From an optimization exercise on the open Yosys and OpenROAD flow, aimed at small area, a short achievable clock period and few clock cycles per item; shortcuts taken in it are not production practice. In this exercise RTL edits were held to simulation tests only and were not proved equivalent to the original. Power is estimated from default activity; no workload was simulated.

main:
==> flow/design.v (excerpt) <==
module event_timed_task_dispatch_table_core (
    input  wire logic        clk,
    input  wire logic        rst_n,
    input  wire logic        req_valid,
    output logic             req_ready,
    input  wire logic [1:0]  req_action,
    input  wire logic [7:0]  req_task_id,
    input  wire logic [7:0]  req_trigger_mask,
    input  wire logic        req_use_delay,
    input  wire logic [31:0] req_delay_ticks,
    input  wire logic [7:0]  req_handler_tag,
    input  wire logic [31:0] req_now_ticks,
    input  wire logic [7:0]  req_event_mask,
    output logic             rsp_valid,
    input  wire logic        rsp_ready,
    output logic [2:0]       rsp_status,
    output logic [3:0]       rsp_slot_index,
    output logic [7:0]       rsp_matched_id,
    output logic [7:0]       rsp_matched_handler,
    output logic             rsp_last_result,
    input  wire logic        cfg_we,
    input  wire logic [30:0] cfg_wdata
);
For scale: about 1,200 flip-flops, roughly 160 I/O pins, about 0.054 mm^2 of cells after synthesis.
clock: 8.5 ns
lec_check: 0
abc_clock_period_in_ps: 3500
cap_margin: 20
core_margin: 2
core_utilization: 55
cts_cluster_diameter: 141
cts_cluster_size: 20
setup_slack_margin: 5.0
slew_margin: 20
standard.sh (not shown) runs the stock make flow with config.mk's settings and CLKGATE_MAP_FILE= SYNTH_SCRIPT=/design/flow/synth_recipe.tcl, a recipe that flattens the netlist after the stock synthesis.
==> flow/flow/run.sh <==
#!/bin/bash
# The standard layout, with the port buffers that buffer_ports inserts made
# buf_2 cells instead of its default delay-buffer cells. Everything else,
# synthesis included, is the standard flow (standard.sh).
set -euo pipefail
export BUFFER_PORTS_ARGS="-buffer_cell sky130_fd_sc_hd__buf_2"
bash standard.sh > standard_flow.log 2>&1
Testbench counts of main, summed over its fixed seeds: cycles 7,989, items 3,200.
What the feature branch does differently from main at the input level:
- a deleted ABC_CLOCK_PERIOD_IN_PS that had been 3500
- an added ABC_AREA of 1
==> flow/flow/run.sh <==
#!/bin/bash
set -euo pipefail
sed 's/SETUP_SLACK_MARGIN=5\.0 /SETUP_SLACK_MARGIN=5.25 /' standard.sh > standard_margin.sh
grep -q 'SETUP_SLACK_MARGIN=5.25 ' standard_margin.sh
bash standard_margin.sh > standard_flow.log 2>&1
Results
The feature branch ends up with a share of synthesized cell area in full adder, half adder and majority cells that is 7.6 points lower than in main.
Diff main -> the feature branch: register-to-register slack rose by 370 ps, relative contribution of the clock network to total power went up 1.1 points, die area higher, number of cells on the worst reg-to-reg path increased 4, final wirelength rose by 5.1%.

---

== pepper ==
event_timed_task_dispatch_table_core again, from the RTL that the note above started with.
Design event_timed_task_dispatch_table_core, start of the top module:
module event_timed_task_dispatch_table_core (
    input  wire logic        clk,
    input  wire logic        rst_n,
    input  wire logic        req_valid,
    output logic             req_ready,
    input  wire logic [1:0]  req_action,
    input  wire logic [7:0]  req_task_id,
    input  wire logic [7:0]  req_trigger_mask,
    input  wire logic        req_use_delay,
    input  wire logic [31:0] req_delay_ticks,
    input  wire logic [7:0]  req_handler_tag,
    input  wire logic [31:0] req_now_ticks,
    input  wire logic [7:0]  req_event_mask,
    output logic             rsp_valid,
    input  wire logic        rsp_ready,
    output logic [2:0]       rsp_status,
    output logic [3:0]       rsp_slot_index,
    output logic [7:0]       rsp_matched_id,
    output logic [7:0]       rsp_matched_handler,
    output logic             rsp_last_result,
    input  wire logic        cfg_we,
    input  wire logic [30:0] cfg_wdata
);
clock: 8.5 ns
lec_check: 0
abc_area: 1
cap_margin: 20
core_margin: 2
core_utilization: 70
cts_cluster_diameter: 141
cts_cluster_size: 20
place_density: 0.78
setup_slack_margin: 5.0
slew_margin: 20
run.sh (not shown) runs the stock make flow with config.mk's settings and CLKGATE_MAP_FILE= SYNTH_SCRIPT=/design/flow/synth_recipe.tcl, a recipe that flattens the netlist after the stock synthesis.
Stock flow here: none of the scripts above is used.
pepper did not stop at any stage, and its layout met the timing, DRC and antenna checks.
Testbench counts of pepper, summed over its fixed seeds: cycles 7,989, items 3,200.
Changes in sierra relative to pepper:
- ABC_CLOCK_PERIOD_IN_PS now 3500, previously not set
- PLACE_DENSITY no longer set, was 0.78
- CORE_UTILIZATION now 55, was 70
- ABC_AREA no longer set, was 1
Min maximum frequency across pepper and sierra: sierra
pepper reports its worst setup path endpoint as s2b_v[8] while sierra reports r_c[9].
Against pepper, sierra reports a post-layout utilization of the core that is lower.
STATUS final wirelength: sierra wins against pepper
Relative to pepper, the number of placement rows measured on sierra has increased by more than 10%.
Status: post-layout instance area parity (pepper, sierra)
Against pepper, sierra comes in 16% lower on standby leakage power.
Looking at multi-input gate area in the final layout across pepper and sierra, the one that comes out higher is sierra.
Changes in tundra relative to sierra:
- ABC_AREA: unset -> 1
- ABC_CLOCK_PERIOD_IN_PS: 3500 -> unset
## What came out
- met3 layer usage reported by global route came out lower on tundra than on sierra.
- Re die outline area: sierra and tundra aren't equal, and the lower value belongs to sierra.
- For tundra, the endpoint of the most critical setup path was q0[15], unlike sierra, where it was r_c[9].
- Of sierra and tundra, the lower part of the total power dissipated in combinational logic belongs to tundra.
- Going from sierra to tundra, net switching power of the design went up; required time of the critical path went down; clock network fraction of design power went up; synthesized area went up.
- Clock slew at the register clock pins of the worst setup and hold paths essentially unchanged between sierra and tundra.

-- port drivers added, routing unchanged --
No port has a modelled driver above. Below, the same layouts with a new extraction and two added sets of constraints.
Step 1 assumes that a clkbuf_16 drives the clock port and a buf_2 every other input.
Step 2 adds t to the input delays and takes it off the output delays; t is the mean of the earliest and latest rising clock arrival at the registers after step 1. Input paths then give back, and output paths get back, about the clock's delay inside the block.
a / b / c = ideal / step 1 / step 2; a / b = the first two.
run | t, ns | setup WS [ns] | clock arrival spread, ns | worst slew at a driven data input, ns
main | 0.727 | 4.812 / 4.852 / 4.125 | 0.024 / 0.024 | 0.08
the feature branch | 0.745 | 5.307 / 5.230 / 4.636 | 0.029 / 0.028 | 0.08
pepper | 0.712 | 5.076 / 5.011 / 4.416 | 0.030 / 0.031 | 0.09
sierra | 0.730 | 4.952 / 4.952 / 4.270 | 0.021 / 0.021 | 0.16
tundra | 0.728 | 5.075 / 5.094 / 4.397 | 0.031 / 0.030 | 0.08
After both steps every run listed still meets setup and hold. For main, which loses most, drivers alone change the setup slack by +0.040 ns; drivers and shift together by -0.687 ns.
